From an optimization exercise on the open Yosys and OpenROAD flow, aimed at small area; shortcuts taken in it are not production practice.
Only simulation tests tie the RTL to the original design; equivalence was not proved.

==> build 86 <==
## data_mem_responder
module data_mem_responder #(
  parameter int LATENCY = 4,
  parameter int DEPTH   = 32
) (
  input  logic        clk_i,
  input  logic        rst_i,
  input  logic        req_i,
  input  logic        we_i,
  input  logic [31:0] addr_i,
  input  logic [31:0] wdata_i,
  output logic        ack_o,
  output logic [31:0] rdata_o,
  output logic        busy_o,
  output logic        err_o
);
==> module data_mem_responder, before the edit <==
module data_mem_responder #(
  parameter int LATENCY = 4,
  parameter int DEPTH   = 32
) (
  input  logic        clk_i,
  input  logic        rst_i,
  input  logic        req_i,
  input  logic        we_i,
  input  logic [31:0] addr_i,
  input  logic [31:0] wdata_i,
  output logic        ack_o,
  output logic [31:0] rdata_o,
  output logic        busy_o,
  output logic        err_o
);
  localparam int NTAP = 8;
  localparam int SEG  = DEPTH / NTAP;
  logic [2:0]  st;
  logic        we_q;
  logic        fault_q;
  logic [4:0]  idx_q;
  logic [4:0]  rot;
  logic        swept;     
  logic [31:0] buf_q;
  logic [31:0] ring  [DEPTH];
  logic        idle;
  logic        accept;
  logic        in_fault;
  logic [4:0]  cur_idx;
  logic [4:0]  s;
  logic [2:0]  tap_nx;
  logic        clr_nx;
  assign idle     = (st == 3'd0);
  assign accept   = idle && req_i;
  assign in_fault = (addr_i[1:0] != 2'b00) || (addr_i[31:7] != '0);
  assign cur_idx  = idle ? addr_i[6:2] : idx_q;
  assign s        = cur_idx + rot + 5'd1;
  assign tap_nx   = s[4:2] + 3'd1;
  assign clr_nx   = !swept && (rot[4:2] == 3'd0) && (rot[1:0] != 2'b11);
  logic wr_nx;
  logic rd_nx;
  assign wr_nx = (s[1:0] == 2'b11) &&
                 (accept ? (we_i && !in_fault)
                         : (we_q && !fault_q && (st == 3'd1 || st == 3'd2 || st == 3'd3)));
  assign rd_nx = (s[1:0] == 2'b11) &&
                 (accept ? !we_i : (!idle && !we_q && st != 3'd4));
  logic [NTAP-1:0] tw;
  logic [NTAP-1:0] tk;
  logic [NTAP-1:0] rsel;
  logic [31:0] tap_d [NTAP];
  always_comb begin
    for (int k = 0; k < NTAP; k++) begin
      if (k % 2 == 0)
        tap_d[k] = ~((ring[(k * SEG + DEPTH - 1) % DEPTH] | {32{tw[k]}})
                   & (~buf_q | {32{tk[k]}}));
      else
        tap_d[k] = ~((ring[(k * SEG + DEPTH - 1) % DEPTH] & {32{tk[k]}})
                   | (buf_q & {32{tw[k]}}));
    end
  end
  logic [31:0] rd_word;
  logic        hit;
  always_comb begin
    rd_word = '0;
    for (int k = 0; k < NTAP; k++) begin
      if (k % 2 == 1)
        rd_word = rd_word | (~tap_d[k] & {32{rsel[k]}});
      else
        rd_word = rd_word | (tap_d[k] & {32{rsel[k]}});
    end
  end
  assign hit = |rsel;
  logic ld_w;
  logic buf_en;
  assign ld_w   = accept && we_i;
  assign buf_en = accept || (hit && !ack_o);
  assign busy_o  = rst_i && (!idle || req_i);
  assign ack_o   = (st == 3'd4);
  assign rdata_o = (buf_q | rd_word) & {32{ack_o && !we_q && !fault_q}};
  always_ff @(posedge clk_i or negedge rst_i) begin
    if (!rst_i) begin
      st    <= 3'd0;
      err_o <= 1'b0;
      rot   <= '0;
      swept <= 1'b0;
      rsel  <= '0;
      for (int k = 0; k < NTAP; k++) begin
        tw[k] <= (k % 2 == 0);
        tk[k] <= (k % 2 == 0);
      end
    end else begin
      rot <= rot + 5'd1;
      if (rot == 5'd3) swept <= 1'b1;
      if (accept) st <= 3'd1;
      else if (!idle) st <= (st == 3'd4) ? 3'd0 : st + 3'd1;
      err_o <= (st == 3'd3) && fault_q;
      for (int k = 0; k < NTAP; k++) begin
        rsel[k] <= rd_nx && (tap_nx == 3'(k));
        if (k % 2 == 0) begin
          tw[k] <= (wr_nx && (tap_nx == 3'(k))) || clr_nx;
          tk[k] <= !(wr_nx && (tap_nx == 3'(k)));
        end else begin
          tw[k] <= wr_nx && (tap_nx == 3'(k));
          tk[k] <= !(wr_nx && (tap_nx == 3'(k))) && !clr_nx;
        end
      end
    end
  end
  always_ff @(posedge clk_i) begin
    if (accept) begin
      we_q    <= we_i;
      fault_q <= in_fault;
      idx_q   <= addr_i[6:2];
    end
    if (buf_en) buf_q <= rd_word | (wdata_i & {32{ld_w}});
  end
  always_ff @(posedge clk_i) begin
    for (int j = 0; j < DEPTH; j++) begin
      if (j % SEG == 0)
        ring[j] <= tap_d[j / SEG];
      else
        ring[j] <= ring[(j + DEPTH - 1) % DEPTH];
    end
  end
endmodule
clock: 5.0 ns
lec_check: 0
cap_margin: 20
core_margin: 2
core_utilization: 70
slew_margin: 20
standard.sh (not shown) runs the stock make flow with config.mk's settings and CLKGATE_MAP_FILE= SYNTH_SCRIPT=/design/flow/synth_recipe.tcl, a recipe that flattens the netlist after the stock synthesis.
==> flow/flow/run.sh <==
#!/bin/bash
# Own layout flow: the standard flow (standard.sh) with two changes:
#  - CTS without dummy loads, built from larger clkbuf_8 sink clusters;
#  - port buffers use buf_1 instead of the default choice.
# standard.sh's full output goes to standard.log; ORFS's per-step logs stay in orfs/logs.
set -e
export CTS_ARGS="-sink_clustering_enable -repair_clock_nets -dont_use_dummy_load -buf_list sky130_fd_sc_hd__clkbuf_8 -sink_clustering_size 20 -sink_clustering_max_diameter 50"
export BUFFER_PORTS_ARGS="-buffer_cell sky130_fd_sc_hd__buf_1"
bash standard.sh > standard.log 2>&1
==> build 71 (differences from build 86) <==
==> flow/design.v (replaced) <==
module data_mem_responder #(
  parameter int LATENCY = 4,
  parameter int DEPTH   = 32
) (
  input  logic        clk_i,
  input  logic        rst_i,
  input  logic        req_i,
  input  logic        we_i,
  input  logic [31:0] addr_i,
  input  logic [31:0] wdata_i,
  output logic        ack_o,
  output logic [31:0] rdata_o,
  output logic        busy_o,
  output logic        err_o
);
  localparam int NTAP = 8;
  localparam int SEG  = DEPTH / NTAP;
  logic [2:0]  st;
  logic        we_q;
  logic        fault_q;
  logic [4:0]  idx_q;
  logic [4:0]  rot;
  logic [31:0] buf_q;
  logic        bufv_q;
  logic [31:0] ring  [DEPTH];
  logic [DEPTH-1:0] ringv;
  logic        swept;     
  logic        sweep;
  logic        idle;
  logic        accept;
  logic        in_fault;
  logic [4:0]  cur_idx;
  logic [4:0]  s;
  logic        at_tap;
  logic [2:0]  tap;
  logic        cap;
  assign idle     = (st == 3'd0);
  assign accept   = idle && req_i;
  assign in_fault = (addr_i[1:0] != 2'b00) || (addr_i[31:7] != '0);
  assign cur_idx  = idle ? addr_i[6:2] : idx_q;
  assign s        = cur_idx + rot + 5'd1;
  assign at_tap   = (s[1:0] == 2'b00);
  assign tap      = s[4:2];
  assign sweep    = !swept && (rot[4:2] == 3'd0);
  assign cap      = at_tap && (idle ? (req_i && !we_i) : (!we_q && st != 3'd4));
  logic            wr_nx;
  logic [2:0]      tap_nx;
  logic [NTAP-1:0] wsel;
  logic [NTAP-1:0] wkeep;
  assign tap_nx = s[4:2] + 3'd1;
  assign wr_nx  = (s[1:0] == 2'b11) &&
                 (accept ? (we_i && !in_fault)
                         : (we_q && !fault_q && (st == 3'd1 || st == 3'd2 || st == 3'd3)));
  logic [31:0] rd_word;
  logic        rd_v;
  always_comb begin
    rd_word = '0;
    rd_v    = 1'b0;
    for (int k = 0; k < NTAP; k++) begin
      if (((k + NTAP - 1) % NTAP) % 2 == 1)
        rd_word = rd_word | (~ring[(k * SEG + DEPTH - 1) % DEPTH] & {32{cap && tap == 3'(k)}});
      else
        rd_word = rd_word | (ring[(k * SEG + DEPTH - 1) % DEPTH] & {32{cap && tap == 3'(k)}});
      rd_v = rd_v | (ringv[(k * SEG + DEPTH - 1) % DEPTH] && cap && tap == 3'(k));
    end
  end
  logic        ld_w;
  logic        buf_hold;
  assign ld_w     = accept && we_i;
  assign buf_hold = !(ld_w || cap);
  assign busy_o  = rst_i && (!idle || req_i);
  assign ack_o   = (st == 3'd4);
  assign rdata_o = buf_q & {32{ack_o && !we_q && !fault_q && bufv_q}};
  always_ff @(posedge clk_i or negedge rst_i) begin
    if (!rst_i) begin
      st    <= 3'd0;
      err_o <= 1'b0;
      rot   <= '0;
      swept <= 1'b0;
      wsel  <= '0;
      wkeep <= '1;
    end else begin
      rot <= rot + 5'd1;
      if (rot == 5'd3) swept <= 1'b1;
      if (accept) st <= 3'd1;
      else if (!idle) st <= (st == 3'd4) ? 3'd0 : st + 3'd1;
      err_o <= (st == 3'd3) && fault_q;
      for (int k = 0; k < NTAP; k++) begin
        wsel[k]  <= wr_nx && (tap_nx == 3'(k));
        wkeep[k] <= !(wr_nx && (tap_nx == 3'(k)));
      end
    end
  end
  always_ff @(posedge clk_i) begin
    if (accept) begin
      we_q    <= we_i;
      fault_q <= in_fault;
      idx_q   <= addr_i[6:2];
    end
    buf_q <= rd_word | (wdata_i & {32{ld_w}}) | (buf_q & {32{buf_hold}});
    if (cap) bufv_q <= rd_v && !sweep;
  end
  always_ff @(posedge clk_i) begin
    for (int j = 0; j < DEPTH; j++) begin
      if (j % SEG == 0)
        ring[j] <= ~((ring[(j + DEPTH - 1) % DEPTH] | {32{wsel[j / SEG]}})
                   & ((((j / SEG) % 2 == 1) ? buf_q : ~buf_q) | {32{wkeep[j / SEG]}}));
      else
        ring[j] <= ring[(j + DEPTH - 1) % DEPTH];
    end
  end
  always_ff @(posedge clk_i) begin
    for (int j = 0; j < DEPTH; j++) begin
      if (j % SEG == 0)
        ringv[j] <= (ringv[(j + DEPTH - 1) % DEPTH] && !sweep) || wsel[j / SEG];
      else
        ringv[j] <= ringv[(j + DEPTH - 1) % DEPTH];
    end
  end
endmodule
==> trial 5 (differences from build 86) <==
--- a/flow/design.v
+++ b/flow/design.v
@@ -112,7 +112,7 @@
       fault_q <= in_fault;
       idx_q   <= addr_i[6:2];
     end
-    if (buf_en) buf_q <= rd_word | (wdata_i & {32{ld_w}});
+    buf_q <= rd_word | (wdata_i & {32{ld_w}}) | (buf_q & {32{!buf_en}});
   end
   always_ff @(posedge clk_i) begin
     for (int j = 0; j < DEPTH; j++) begin
==> trial 74 (differences from build 86) <==
==> flow/design.v (replaced) <==
module data_mem_responder #(
  parameter int LATENCY = 4,
  parameter int DEPTH   = 32
) (
  input  logic        clk_i,
  input  logic        rst_i,
  input  logic        req_i,
  input  logic        we_i,
  input  logic [31:0] addr_i,
  input  logic [31:0] wdata_i,
  output logic        ack_o,
  output logic [31:0] rdata_o,
  output logic        busy_o,
  output logic        err_o
);
  localparam int NTAP = 8;
  logic [2:0]  st;
  logic        we_q;
  logic        fault_q;
  logic [4:0]  idx_q;
  logic [4:0]  rot;
  logic [31:0] buf_q;
  logic        bufv_q;
  logic [31:0] ring  [DEPTH];
  logic [DEPTH-1:0] ringv;
  logic        idle;
  logic        accept;
  logic        in_fault;
  logic [4:0]  cur_idx;
  logic [4:0]  s;
  logic        at_tap;
  logic [2:0]  tap;
  logic        wr;
  logic        cap;
  logic [31:0] rd_word;
  logic        rd_v;
  assign idle     = (st == 3'd0);
  assign accept   = idle && req_i;
  assign in_fault = (addr_i[1:0] != 2'b00) || (addr_i[31:7] != '0);
  assign cur_idx  = idle ? addr_i[6:2] : idx_q;
  assign s        = cur_idx + rot + 5'd1;
  assign at_tap   = (s[1:0] == 2'b00);
  assign tap      = s[4:2];
  assign wr       = !idle && we_q && !fault_q && at_tap;
  assign cap      = at_tap && (idle ? (req_i && !we_i) : (!we_q && st != 3'd4));
  logic [4:0]  rd_pos;
  assign rd_pos  = {tap, 2'b00} - 5'd1;
  assign rd_word = ring[rd_pos];
  assign rd_v    = ringv[rd_pos];
  assign busy_o  = rst_i && (!idle || req_i);
  assign ack_o   = (st == 3'd4);
  assign rdata_o = buf_q & {32{ack_o && !we_q && !fault_q && bufv_q}};
  always_ff @(posedge clk_i or negedge rst_i) begin
    if (!rst_i) begin
      st      <= 3'd0;
      err_o   <= 1'b0;
      rot     <= '0;
    end else begin
      rot <= rot + 5'd1;
      if (accept) st <= 3'd1;
      else if (!idle) st <= (st == 3'd4) ? 3'd0 : st + 3'd1;
      err_o <= (st == 3'd3) && fault_q;
    end
  end
  always_ff @(posedge clk_i) begin
    if (accept) begin
      we_q    <= we_i;
      fault_q <= in_fault;
      idx_q   <= addr_i[6:2];
    end
    if (accept && we_i) buf_q <= wdata_i;
    else if (cap) begin
      buf_q  <= rd_word;
      bufv_q <= rd_v;
    end
  end
  always_ff @(posedge clk_i) begin
    for (int j = 0; j < DEPTH; j++) begin
      if (j % (DEPTH / NTAP) == 0 && wr && tap == 3'(j / (DEPTH / NTAP)))
        ring[j] <= buf_q;
      else
        ring[j] <= ring[(j + DEPTH - 1) % DEPTH];
    end
  end
  always_ff @(posedge clk_i or negedge rst_i) begin
    if (!rst_i) begin
      ringv <= '0;
    end else begin
      for (int j = 0; j < DEPTH; j++) begin
        if (j % (DEPTH / NTAP) == 0 && wr && tap == 3'(j / (DEPTH / NTAP)))
          ringv[j] <= 1'b1;
        else
          ringv[j] <= ringv[(j + DEPTH - 1) % DEPTH];
      end
    end
  end
endmodule
==> flow_summary.ini <==
[outcome]
status = complete, no violations

[synthesis]
synth_top_area_share_pct = 76.5

[placement]
place_ws_ps = 474
dp_hpwl_mm = 35.1

[layout]
nonClkBufAreaFrac_pct = 2.05

[hold_path]
hold_start = ring[5][27]

[global_route]
grt_pass1_vias = 15400

[clock_network]
clk_latency_ps = 650

[setup_path]
cp-endpoint = wsel[5]
(the above is from build 71)
==> flow_summary.ini <==
[outcome]
status = complete, no violations

[setup_path]
cp-endpoint = rdata_o[8]

[placement]
dp_hpwl_mm = 31.4
place_ws_ps = 1460

[layout]
fin_area_um2 = 28900

[clock_network]
clk_latency_ps = 660
clkTransAtPathRegs_ps = 110

[global_route]
grt_pass1_vias = 14900

[synthesis]
synth_top_area_share_pct = 75.4

[hold_path]
hold_start = ring[30][14]
(the above is from build 86)
==> flow_summary.ini <==
[setup_path]
cp-endpoint = buf_q[16]

[synthesis]
synth_warnings = 2
synth_top_area_share_pct = 69.7

[clock_network]
clk_latency_ps = 680

[global_route]
grt_pass1_vias = 15100

[layout]
nonClkBufAreaFrac_pct = 2.75

[hold_path]
hold_start = ring[13][24]

[routing]
wirelength_met1_mm = 27.4

[outcome]
status = complete, no violations
(the above is from trial 74)
==> flow_summary.ini <==
[outcome]
status = complete, no violations

[layout]
nonClkBufAreaFrac_pct = 1.70
clock_area_share_pct = 3.16

[placement]
place_ws_ps = 1270
dp_hpwl_mm = 31.8

[global_route]
grt_pass1_vias = 14800

[setup_path]
cp-endpoint = rdata_o[30]

[synthesis]
synth_compound_gate_area_share_pct = 11.8
synth_top_area_share_pct = 78.2

[routing]
wire_per_inst_um = 24.0

[clock_network]
clk_latency_ps = 650

[hold_path]
hold_start = ring[22][31]
(the above is from trial 5)

re-timing with driven ports:
How much do the figures lean on ideal ports? The routed layouts below were timed once more, with nothing changed but the port constraints.
Step 1 (the two cells are an assumption about what drives the block):
set clk [get_ports {clk_i}]
set_driving_cell -lib_cell sky130_fd_sc_hd__clkbuf_16 $clk
set_driving_cell -lib_cell sky130_fd_sc_hd__buf_2 [delete_from_list [all_inputs] $clk]
Step 2 also shifts input and output timing later by t, the mid clock arrival at the registers, as if the neighbouring blocks saw the same clock.
Three values: ideal ports, drivers, drivers and shift; two values: the first two.
run | shift t [ns] | setup WS [ns] | hold slack, ns | latest minus earliest clock arrival (ns) | slew at the worst register clock pin (ns)
build 86 | 0.681 | 0.729 / 0.676 / 1.357 | 0.297 / 0.297 / 0.297 | 0.069 / 0.069 | 0.11 / 0.11
build 71 | 0.669 | 0.462 / 0.462 / 0.462 | 0.305 / 0.305 / 0.305 | 0.070 / 0.071 | 0.12 / 0.12
trial 5 | 0.683 | 0.718 / 0.662 / 1.345 | 0.292 / 0.292 / 0.292 | 0.043 / 0.042 | 0.12 / 0.12
trial 74 | 0.691 | 0.455 / 0.455 / 0.455 | 0.272 / 0.272 / 0.272 | 0.076 / 0.076 | 0.12 / 0.12
After both steps every run listed still meets setup and hold.
